Context: an optimization exercise on an open-source flow, tuned for small area, a short achievable clock period and few clock cycles per item. The choices shown serve that exercise and are no tape-out recipe. The RTL was checked by simulation tests, not by an equivalence proof against the original design.

== the reference run ==
==> flow/design.v (excerpt) <==
module equal_power_crossfade_gain (
  input  logic        clk,
  input  logic        rst_n,
  input  logic        in_valid,
  output logic        in_ready,
  input  logic        in_kind,
  input  logic [15:0] in_duration_frames,
  input  logic        in_has_out_track,
  input  logic        in_has_in_track,
  input  logic [16:0] in_out_start_level,
  input  logic [16:0] in_out_end_level,
  input  logic [16:0] in_in_start_level,
  input  logic [16:0] in_in_end_level,
  input  logic [16:0] in_out_clip_rate,
  input  logic [16:0] in_in_clip_rate,
  output logic        out_valid,
  input  logic        out_ready,
  output logic [7:0]  out_out_gain,
  output logic [7:0]  out_in_gain,
  output logic        out_out_valid,
  output logic        out_in_valid,
  output logic        out_stop_out,
  output logic        out_fade_done,
  output logic        out_fading,
  input  logic        cfg_valid,
  output logic        cfg_ready,
  input  logic [1:0]  cfg_index,
  input  logic [16:0] cfg_data
);
Size in the first run: about 11000 cells after synthesis, about 1500 flip-flops, about 110000 um2 of cells after synthesis.
==> module epcg_divider, before the edit <==
module epcg_divider (
  input  logic        clk,
  input  logic        rst_n,
  input  logic        load,
  input  logic [15:0] len,      
  input  logic [17:0] dlo,      
  input  logic [17:0] dli,      
  output logic [15:0] len_q,    
  output logic [17:0] dlo_q,    
  output logic [17:0] dli_q,
  output logic [16:0] q0,
  output logic [15:0] r0,
  output logic [15:0] dqo_lo,    
  output logic [16:0] dqo_hi,    
  output logic [15:0] dqi_lo,
  output logic [16:0] dqi_hi,
  output logic [16:0] dqo_hid,   
  output logic [16:0] dqi_hid,
  output logic        done,
  output logic        done_nxt    
);
  logic [3:0]  cnt;
  logic [15:0] len_r;
  logic [17:0] len3_r;
  logic [17:0] dlo_r, dli_r;
  logic [15:0] rem;
  logic [16:0] quo;
  logic [1:0]  dig_r;
  logic        dig_v;
  logic [32:0] acc_o, acc_i;
  logic [17:0] rem4;
  logic [18:0] s1, s2, s3;
  logic [1:0]  dig;
  logic [15:0] rem_nxt;
  assign rem4 = {rem, 2'b00};
  assign s1 = {1'b0, rem4} - {3'b000, len_r};
  assign s2 = {1'b0, rem4} - {2'b00, len_r, 1'b0};
  assign s3 = {1'b0, rem4} - {1'b0, len3_r};
  always_comb begin
    if (!s3[18]) begin
      dig = 2'd3; rem_nxt = s3[15:0];
    end else if (!s2[18]) begin
      dig = 2'd2; rem_nxt = s2[15:0];
    end else if (!s1[18]) begin
      dig = 2'd1; rem_nxt = s1[15:0];
    end else begin
      dig = 2'd0; rem_nxt = rem4[15:0];
    end
  end
  logic [17:0] bo, bi;
  logic [20:0] lo_o, lo_i;
  logic [12:0] up_o, up_i, hi_o, hi_i;
  logic        pc_o, pc_i;
  logic [16:0] dqp_o, dqp_i;     
  assign bo   = {~dlo_r[17], dlo_r[16:0]};
  assign bi   = {~dli_r[17], dli_r[16:0]};
  assign lo_o = {1'b0, acc_o[17:0], 2'b00} + {2'b00, {19{dig_r[1]}} & {bo, 1'b0}} +
                {3'b000, {18{dig_r[0]}} & bo};
  assign lo_i = {1'b0, acc_i[17:0], 2'b00} + {2'b00, {19{dig_r[1]}} & {bi, 1'b0}} +
                {3'b000, {18{dig_r[0]}} & bi};
  assign hi_o = acc_o[32:20] + {12'd0, pc_o};
  assign hi_i = acc_i[32:20] + {12'd0, pc_i};
  assign up_o = {hi_o[10:0], acc_o[19:18]};
  assign up_i = {hi_i[10:0], acc_i[19:18]};
  logic one;
  logic [2:0]  k1;
  logic [3:0]  d12;
  logic [1:0]  dig0;
  logic [15:0] rem0;
  assign one = (len == 16'd1);
  always_comb begin
    case (len)
      16'd1: begin k1 = 3'd4; d12 = 4'd0; dig0 = 2'd0; rem0 = 16'd0; end
      16'd2: begin k1 = 3'd2; d12 = 4'd8; dig0 = 2'd0; rem0 = 16'd0; end
      16'd3: begin k1 = 3'd1; d12 = 4'd5; dig0 = 2'd1; rem0 = 16'd1; end
      16'd4: begin k1 = 3'd1; d12 = 4'd4; dig0 = 2'd0; rem0 = 16'd0; end
      16'd5: begin k1 = 3'd0; d12 = 4'd3; dig0 = 2'd3; rem0 = 16'd1; end
      16'd6: begin k1 = 3'd0; d12 = 4'd2; dig0 = 2'd2; rem0 = 16'd4; end
      16'd7: begin k1 = 3'd0; d12 = 4'd2; dig0 = 2'd2; rem0 = 16'd2; end
      16'd8: begin k1 = 3'd0; d12 = 4'd2; dig0 = 2'd2; rem0 = 16'd0; end
      16'd9: begin k1 = 3'd0; d12 = 4'd1; dig0 = 2'd1; rem0 = 16'd7; end
      16'd10: begin k1 = 3'd0; d12 = 4'd1; dig0 = 2'd1; rem0 = 16'd6; end
      16'd11: begin k1 = 3'd0; d12 = 4'd1; dig0 = 2'd1; rem0 = 16'd5; end
      16'd12: begin k1 = 3'd0; d12 = 4'd1; dig0 = 2'd1; rem0 = 16'd4; end
      16'd13: begin k1 = 3'd0; d12 = 4'd1; dig0 = 2'd1; rem0 = 16'd3; end
      16'd14: begin k1 = 3'd0; d12 = 4'd1; dig0 = 2'd1; rem0 = 16'd2; end
      16'd15: begin k1 = 3'd0; d12 = 4'd1; dig0 = 2'd1; rem0 = 16'd1; end
      16'd16: begin k1 = 3'd0; d12 = 4'd1; dig0 = 2'd1; rem0 = 16'd0; end
      default: begin k1 = 3'd0; d12 = 4'd0; dig0 = 2'd0; rem0 = 16'd16; end
    endcase
  end
  always_ff @(posedge clk) begin
    if (!rst_n) begin
      cnt   <= '0;
      dig_v <= 1'b0;
    end else if (load) begin
      cnt   <= 4'd7;
      dig_v <= 1'b1;
    end else if (cnt != 4'd0) begin
      cnt   <= cnt - 4'd1;
      dig_v <= (cnt >= 4'd2);
    end
  end
  always_ff @(posedge clk) begin
    if (load) begin
      len_r  <= len;
      len3_r <= {2'b00, len} + {1'b0, len, 1'b0};
      dlo_r  <= dlo;
      dli_r  <= dli;
      rem    <= rem0;
      quo    <= {12'd0, one, d12};
      dig_r  <= dig0;
      pc_o   <= 1'b0;
      pc_i   <= 1'b0;
      acc_o  <= ({33{k1[2]}} & {13'd0, ~dlo[17], dlo[16:0], 2'b00}) |
                ({33{k1[1]}} & {14'd0, ~dlo[17], dlo[16:0], 1'b0}) |
                ({33{k1[0]}} & {15'd0, ~dlo[17], dlo[16:0]});
      acc_i  <= ({33{k1[2]}} & {13'd0, ~dli[17], dli[16:0], 2'b00}) |
                ({33{k1[1]}} & {14'd0, ~dli[17], dli[16:0], 1'b0}) |
                ({33{k1[0]}} & {15'd0, ~dli[17], dli[16:0]});
    end else begin
      if (cnt >= 4'd2) begin
        rem   <= rem_nxt;
        quo   <= {quo[14:0], dig};
        dig_r <= dig;
      end
      if (dig_v) begin
        acc_o <= {up_o, lo_o[19:0]};
        acc_i <= {up_i, lo_i[19:0]};
        pc_o  <= lo_o[20];
        pc_i  <= lo_i[20];
      end
      if (cnt == 4'd1) begin
        dqp_o <= {{15{dlo_r[17]}}, dlo_r[17:16]} - {quo[15:0], 1'b0};
        dqp_i <= {{15{dli_r[17]}}, dli_r[17:16]} - {quo[15:0], 1'b0};
      end
    end
  end
  assign len_q = len_r;
  assign dlo_q = dlo_r;
  assign dli_q = dli_r;
  assign q0   = quo;
  assign r0   = rem;
  assign dqo_lo = acc_o[15:0];
  assign dqi_lo = acc_i[15:0];
  assign dqo_hi = acc_o[32:16] - {quo[15:0], 1'b0} + {12'd0, pc_o, 4'd0};
  assign dqi_hi = acc_i[32:16] - {quo[15:0], 1'b0} + {12'd0, pc_i, 4'd0};
  assign dqo_hid = acc_o[32:16] + dqp_o + {12'd0, pc_o, 4'd0};
  assign dqi_hid = acc_i[32:16] + dqp_i + {12'd0, pc_i, 4'd0};
  assign done = (cnt == 4'd0);
  assign done_nxt = ~load & (cnt <= 4'd1);
endmodule
make LEC_CHECK=0 CAP_MARGIN=20 CORE_MARGIN=2 CORE_UTILIZATION=60 SLEW_MARGIN=20 SYNTH_MEMORY_MAX_BITS=16384 finish   # period 12.0 ns
run.sh (not shown) runs the stock make flow with config.mk's settings and CLKGATE_MAP_FILE= SYNTH_SCRIPT=/design/flow/synth_recipe.tcl, a recipe that flattens the netlist after the stock synthesis.
Testbench counts of the reference run, summed over its fixed seeds: cycles 6,714, items 5,760.
For the trial run, these inputs were changed with respect to the reference run:
--- a/flow/design.v
+++ b/flow/design.v
@@ -103,13 +103,13 @@
     if (!rst_n) begin
       cnt   <= '0;
       dig_v <= 1'b0;
     end else if (load) begin
-      cnt   <= 4'd7;
+      cnt   <= 4'd8;
       dig_v <= 1'b1;
     end else if (cnt != 4'd0) begin
       cnt   <= cnt - 4'd1;
-      dig_v <= (cnt >= 4'd2);
+      dig_v <= (cnt >= 4'd3);
     end
   end
   always_ff @(posedge clk) begin
     if (load) begin
@@ -128,9 +128,9 @@
       acc_i  <= ({33{k1[2]}} & {13'd0, ~dli[17], dli[16:0], 2'b00}) |
                 ({33{k1[1]}} & {14'd0, ~dli[17], dli[16:0], 1'b0}) |
                 ({33{k1[0]}} & {15'd0, ~dli[17], dli[16:0]});
     end else begin
-      if (cnt >= 4'd2) begin
+      if (cnt >= 4'd3) begin
         rem   <= rem_nxt;
         quo   <= {quo[14:0], dig};
         dig_r <= dig;
       end
@@ -138,10 +138,13 @@
         acc_o <= {up_o, lo_o[19:0]};
         acc_i <= {up_i, lo_i[19:0]};
         pc_o  <= lo_o[20];
         pc_i  <= lo_i[20];
-      end
-      if (cnt == 4'd1) begin
+      end else if (cnt == 4'd1) begin
+        acc_o[32:20] <= hi_o;
+        acc_i[32:20] <= hi_i;
+        pc_o  <= 1'b0;
+        pc_i  <= 1'b0;
         dqp_o <= {{15{dlo_r[17]}}, dlo_r[17:16]} - {quo[15:0], 1'b0};
         dqp_i <= {{15{dli_r[17]}}, dli_r[17:16]} - {quo[15:0], 1'b0};
       end
     end
@@ -152,12 +155,12 @@
   assign q0   = quo;
   assign r0   = rem;
   assign dqo_lo = acc_o[15:0];
   assign dqi_lo = acc_i[15:0];
-  assign dqo_hi = acc_o[32:16] - {quo[15:0], 1'b0} + {12'd0, pc_o, 4'd0};
-  assign dqi_hi = acc_i[32:16] - {quo[15:0], 1'b0} + {12'd0, pc_i, 4'd0};
-  assign dqo_hid = acc_o[32:16] + dqp_o + {12'd0, pc_o, 4'd0};
-  assign dqi_hid = acc_i[32:16] + dqp_i + {12'd0, pc_i, 4'd0};
+  assign dqo_hi = acc_o[32:16] - {quo[15:0], 1'b0};
+  assign dqi_hi = acc_i[32:16] - {quo[15:0], 1'b0};
+  assign dqo_hid = acc_o[32:16] + dqp_o;
+  assign dqi_hid = acc_i[32:16] + dqp_i;
   assign done = (cnt == 4'd0);
   assign done_nxt = ~load & (cnt <= 4'd1);
 endmodule
 module epcg_outbuf #(
### Flow results
The trial run: full flow OK, the timing, DRC and antenna checks passed. Relative max-transition margin for the trial run: 5.5 points up relative to the reference run. Comparing the trial run with the reference run, the height of the chip came out essentially unchanged. Post-synthesis share of cell area spent on full adders, half adders and majority gates was lower in the run labelled the trial run. Against the reference run, the trial run comes in 2.9% higher on wire length. NOTE: final antenna diode count in the trial run exceeds that of the reference run. Of the trial run and the reference run, the lower final area belongs to the trial run. Number of cell instances on the worst register-to-register path was lower in the trial run than in the reference run. The reference run has lower detailed placer's ending HPWL than the trial run.
Testbench counts of the trial run, summed over its fixed seeds: cycles 6,804, items 5,760.

-- port drivers added, routing unchanged --
In the flow no input, the clock included, has a driving cell. The finished layouts below were timed again as built, in two steps.
Step 1 assumes that a clkbuf_16 drives the clock port and a buf_2 every other input.
Step 2 also shifts input and output timing later by t, the mid clock arrival at the registers, as if the neighbouring blocks saw the same clock.
Slacks: ideal ports / drivers / drivers and shift; pairs: ideal ports / drivers.
run	shift t [ns]	setup slack, ns	worst hold slack (ns)	worst register clock-pin slew, ns	cell pins on the clock port's net
the reference run	0.911	7.124 / 7.124 / 7.124	0.319 / 0.319 / 0.319	0.07 / 0.07	1
the trial run	0.909	7.352 / 7.352 / 7.148	0.325 / 0.325 / 0.325	0.07 / 0.07	1
After both steps setup and hold are still met in every run listed. The setup slack of the trial run, which loses most, moves by 0.000 ns with the drivers and by -0.204 ns with both steps.
